Background: an optimization exercise with open tools, aiming at small area. Do not read the settings as production practice. Only simulation tests tie the RTL to the original design; equivalence was not proved. No driver is modelled on the clock port, so clocking that relies on it looks cheaper here than on a real chip. Power is estimated from default activity; no workload was simulated.

==> flow/design.v <==
package dualport_pkg;
  localparam logic INIT = 1'b0;
  localparam logic RUN  = 1'b1;
endpackage
module dp_bit_next (
  input  logic q,
  input  logic hold,
  input  logic b,
  input  logic sel_b,
  input  logic a_n,
  input  logic sel_a_n,
  output logic d
);
  assign d = (q & hold) | (b & sel_b) | ~(a_n | sel_a_n);
endmodule
module dp_aoi222 (
  input  logic a0, s0,
  input  logic a1, s1,
  input  logic a2, s2,
  output logic y_n
);
  assign y_n = ~((a0 & s0) | (a1 & s1) | (a2 & s2));
endmodule
module dp_nand2 (
  input  logic a,
  input  logic b,
  output logic y_n
);
  assign y_n = ~(a & b);
endmodule
module dp_sel_a (
  input  logic dec_a,
  input  logic lane_a,
  output logic sel_a_n
);
  assign sel_a_n = ~(dec_a & lane_a);
endmodule
module dp_sel_b (
  input  logic dec_b_n,
  input  logic lane_b_n,
  output logic sel_b
);
  assign sel_b = ~(dec_b_n | lane_b_n);
endmodule
module dp_hold (
  input  logic dec_a,
  input  logic lane_a,
  input  logic sel_b,
  output logic hold
);
  assign hold = ~((dec_a & lane_a) | sel_b);
endmodule
module dp_clr_seq
#(
  parameter int AW = 6
) (
  input  logic clk,
  input  logic rst_n,
  output logic init_busy
);
  logic          st_q;
  logic [AW-1:0] cnt_q;
  always_ff @(posedge clk or negedge rst_n) begin
    if (!rst_n) begin
      st_q  <= dualport_pkg::INIT;
      cnt_q <= '0;
    end else if (st_q == dualport_pkg::INIT) begin
      cnt_q <= cnt_q + AW'(1);
      if (cnt_q == {AW{1'b1}}) st_q <= dualport_pkg::RUN;
    end
  end
  assign init_busy = (st_q == dualport_pkg::INIT);
endmodule
module dualport_1rw1w_be
#(
  parameter int DW      = 32,
  parameter int AW      = 6,
  parameter int BYTE_W  = 8,
  localparam int NB     = DW / BYTE_W,
  localparam int DEPTH  = 1 << AW
) (
  input  logic          clk,
  input  logic          rst_n,
  input  logic          ena,
  input  logic [NB-1:0] wea,
  input  logic [AW-1:0] addra,
  input  logic [DW-1:0] dia,
  output logic [DW-1:0] doa,
  output logic          doa_vld,
  input  logic          enb,
  input  logic [NB-1:0] beb,
  input  logic [AW-1:0] addrb,
  input  logic [DW-1:0] dib,
  output logic          init_busy,
  output logic          collision
);
  localparam int NRD = (DEPTH + 2) / 3;
  dp_clr_seq #(.AW(AW)) u_clr (
    .clk       (clk),
    .rst_n     (rst_n),
    .init_busy (init_busy)
  );
  logic          run;
  logic          rd;
  logic          same;
  logic [NB-1:0] lane_b;
  logic [NB-1:0] lane_a;
  logic [NB-1:0] lane_b_n;
  logic [DW-1:0] data_a_n;
  assign run      = ~init_busy;
  assign rd       = run & ena;
  assign same     = (addra == addrb);
  assign lane_b   = {NB{run & enb}} & beb;
  assign lane_b_n = ~lane_b;
  assign lane_a   = ({NB{rd}} & wea & ~({NB{same}} & lane_b)) | {NB{init_busy}};
  assign data_a_n = ~dia | {DW{init_busy}};
  logic [DEPTH-1:0] dec_a;
  logic [DEPTH-1:0] dec_b_n;
  always_comb begin
    for (int w = 0; w < DEPTH; w++) begin
      dec_a[w]   = (addra == AW'(w)) | init_busy;
      dec_b_n[w] = (addrb != AW'(w));
    end
  end
  logic [DW-1:0] mem [DEPTH];
  for (genvar w = 0; w < DEPTH; w++) begin : g_word
    for (genvar k = 0; k < NB; k++) begin : g_lane
      logic sel_a_n, sel_b, hold;
      logic [BYTE_W-1:0] nxt;
      dp_sel_a u_sel_a (
        .dec_a   (dec_a[w]),
        .lane_a  (lane_a[k]),
        .sel_a_n (sel_a_n)
      );
      dp_sel_b u_sel_b (
        .dec_b_n  (dec_b_n[w]),
        .lane_b_n (lane_b_n[k]),
        .sel_b    (sel_b)
      );
      dp_hold u_hold (
        .dec_a   (dec_a[w]),
        .lane_a  (lane_a[k]),
        .sel_b   (sel_b),
        .hold    (hold)
      );
      for (genvar i = 0; i < BYTE_W; i++) begin : g_bit
        dp_bit_next u_nxt (
          .q       (mem[w][k*BYTE_W+i]),
          .hold    (hold),
          .b       (dib[k*BYTE_W+i]),
          .sel_b   (sel_b),
          .a_n     (data_a_n[k*BYTE_W+i]),
          .sel_a_n (sel_a_n),
          .d       (nxt[i])
        );
      end
      always_ff @(posedge clk) begin
        mem[w][k*BYTE_W +: BYTE_W] <= nxt;
      end
    end
  end
  logic [DW-1:0] rdata;
  for (genvar i = 0; i < DW; i++) begin : g_rbit
    logic [NRD-1:0] part_n;
    for (genvar j = 0; j < NRD; j++) begin : g_leaf
      if (3 * j + 2 < DEPTH) begin : g_three
        dp_aoi222 u_leaf (
          .a0  (mem[3*j][i]),   .s0 (dec_a[3*j]),
          .a1  (mem[3*j+1][i]), .s1 (dec_a[3*j+1]),
          .a2  (mem[3*j+2][i]), .s2 (dec_a[3*j+2]),
          .y_n (part_n[j])
        );
      end else begin : g_one
        dp_nand2 u_leaf (
          .a   (mem[3*j][i]),
          .b   (dec_a[3*j]),
          .y_n (part_n[j])
        );
      end
    end
    assign rdata[i] = ~&part_n;
  end
  logic          rd_q;
  logic          col_q;
  logic [DW-1:0] doa_q;
  always_ff @(posedge clk or negedge rst_n) begin
    if (!rst_n) begin
      rd_q  <= 1'b0;
      col_q <= 1'b0;
    end else begin
      rd_q  <= rd;
      col_q <= rd & enb & same & (|(wea & beb));
    end
  end
  always_ff @(posedge clk) begin
    doa_q <= rdata;
  end
  assign doa       = doa_q;
  assign doa_vld   = rd_q;
  assign collision = col_q;
endmodule
clock: 5.0 ns
lec_check: 0
cap_margin: 10
core_margin: 2
core_utilization: 65
slew_margin: 10
synth_hierarchical: 1
standard.sh (not shown) runs the stock make flow with config.mk's settings and CLKGATE_MAP_FILE= SYNTH_SCRIPT=/design/flow/synth_recipe.tcl, a recipe that flattens the netlist after the stock synthesis.
==> flow/flow/run.sh <==
#!/bin/bash
# Own layout flow: the standard synthesis and ORFS layout, with these changes:
#  - ports are buffered with buf_1 instead of ORFS's default choice,
#  - after detailed placement, cells with spare slack are downsized
#    (repair_timing -recover_power) and placement is legalised again,
#  - clock tree synthesis uses clkbuf_8 in clusters of up to 26 sinks and
#    inserts no dummy loads; leaf buffers whose flip-flops see a slow clock
#    edge are then upsized to clkbuf_16.
# Each step's full output goes to a log file of its own in this folder
# (ORFS also keeps its per-stage logs under orfs/logs).
set -euo pipefail
W=$(pwd)
F=$W/flow
bash standard.sh synth > synth.log 2>&1
bash standard.sh \
  "BUFFER_PORTS_ARGS=-buffer_cell sky130_fd_sc_hd__buf_1" \
  "POST_DETAIL_PLACE_TCL=$F/downsize.tcl" \
  "CTS_ARGS=-sink_clustering_enable -repair_clock_nets -buf_list sky130_fd_sc_hd__clkbuf_8 -sink_clustering_size 26 -sink_clustering_max_diameter 80 -dont_use_dummy_load" \
  "POST_CTS_TCL=$F/post_cts.tcl" \
  finish > layout.log 2>&1
==> flow/flow/post_cts.tcl <==
# After clock tree synthesis: upsize the leaf clock buffers whose flip-flops
# see a clock slew above 105 ps, then legalise the placement again.
source [file join [file dirname [info script]] clock_slew.tcl]
estimate_parasitics -placement
fix_clock_slew 0.105
detailed_placement
check_placement -verbose
estimate_parasitics -placement
Other scripts of this flow, unchanged in this note and not shown: flow/flow/clock_slew.tcl, flow/flow/downsize.tcl
Change:
--- a/flow/flow/run.sh
+++ b/flow/flow/run.sh
@@ -1,5 +1,5 @@
 #!/bin/bash
 # Own layout flow: the standard synthesis and ORFS layout, with these changes:
-#  - ports are buffered with buf_1 instead of ORFS's default choice,
+#  - ports are buffered with buf_2 instead of ORFS's default choice,
 #  - after detailed placement, cells with spare slack are downsized
 #    (repair_timing -recover_power) and placement is legalised again,
@@ -14,5 +14,5 @@
 bash standard.sh synth > synth.log 2>&1
 bash standard.sh \
-  "BUFFER_PORTS_ARGS=-buffer_cell sky130_fd_sc_hd__buf_1" \
+  "BUFFER_PORTS_ARGS=-buffer_cell sky130_fd_sc_hd__buf_2" \
   "POST_DETAIL_PLACE_TCL=$F/downsize.tcl" \
   "CTS_ARGS=-sink_clustering_enable -repair_clock_nets -buf_list sky130_fd_sc_hd__clkbuf_8 -sink_clustering_size 26 -sink_clustering_max_diameter 80 -dont_use_dummy_load" \
==> flow/flow/post_cts.tcl (replaced) <==
# After clock tree synthesis: upsize the leaf clock buffers whose flip-flops
# see a clock slew above 115 ps, then legalise the placement again.
source [file join [file dirname [info script]] clock_slew.tcl]
estimate_parasitics -placement
fix_clock_slew 0.115
detailed_placement
check_placement -verbose
estimate_parasitics -placement
- CAP_MARGIN: 10 -> 20
- CORE_UTILIZATION: 65 -> 55
- SLEW_MARGIN: 10 -> 20
Outcome:
- The changed run finished clean
- setup slack improves by 0.10 ns
- power hardly moves
- count of clock-buffer cells in the layout climbs by 16
- sequential power barely changes
- combinational power drops by about 2%
- final area climbs by 1.4%
- routed wire length went up by 4.1%
Change:
==> flow/flow/post_cts.tcl (replaced) <==
# After clock tree synthesis: upsize the leaf clock buffers whose flip-flops
# see a clock slew above 100 ps, then legalise the placement again.
source [file join [file dirname [info script]] clock_slew.tcl]
estimate_parasitics -placement
fix_clock_slew 0.100
detailed_placement
check_placement -verbose
estimate_parasitics -placement
- CORE_UTILIZATION: 55 -> 65
=> The new run completed without violations; sequential power is about the same; wire length came out lower by 4.3%; critical path depth came out lower by 4; total power is about the same; register-to-register slack gains 0.04 ns; area after synthesis stays the same; core utilization came out higher by 9.8 points; count of clock-buffer cells in the layout came out lower by 16; design area came out lower by 1.3%; sequential share of layout area came out higher by 0.61 points; clock skew came out lower by 0.013 ns.
Change:
- CAP_MARGIN: 20 -> 10
- SLEW_MARGIN: 20 -> 10
The changed run finished clean.
Routed wire length is about the same.
Via count falls slightly.
Fmax rises slightly.
Worst setup slack is better by 0.022 ns.
Die area does not change.
Critical path depth does not change.
Count of clock-buffer cells in the layout does not change.
Register-to-register slack is better by 0.04 ns.
Core utilization barely changes.

-- static timing again, ports no longer ideal --
How much do the figures lean on ideal ports? The routed layouts below were timed once more, with nothing changed but the port constraints. Step 1 (the two cells are an assumption about what drives the block):
set clk [get_ports {clk}]
set_driving_cell -lib_cell sky130_fd_sc_hd__clkbuf_16 $clk
set_driving_cell -lib_cell sky130_fd_sc_hd__buf_2 [delete_from_list [all_inputs] $clk]
Step 2 also shifts input and output timing later by t, the mid clock arrival at the registers, as if the neighbouring blocks saw the same clock. a / b / c = ideal / step 1 / step 2; a / b = the first two.
| run | t (ns) | setup WS [ns] | cell pins on the clock port's net |
|---|---|---|---|
| the first run | 0.999 | 0.565 / 0.565 / -0.169 | 1 |
| the second run | 1.006 | 0.669 / 0.669 / 0.278 | 1 |
| the third run | 1.036 | 0.599 / 0.510 / 0.047 | 1 |
| the fourth run | 1.042 | 0.620 / 0.532 / 0.088 | 1 |
Met with ideal ports but missed after step 2: setup timing in the first run. The setup slack of the first run, which loses most, moves by 0.000 ns with the drivers and by -0.734 ns with both steps.
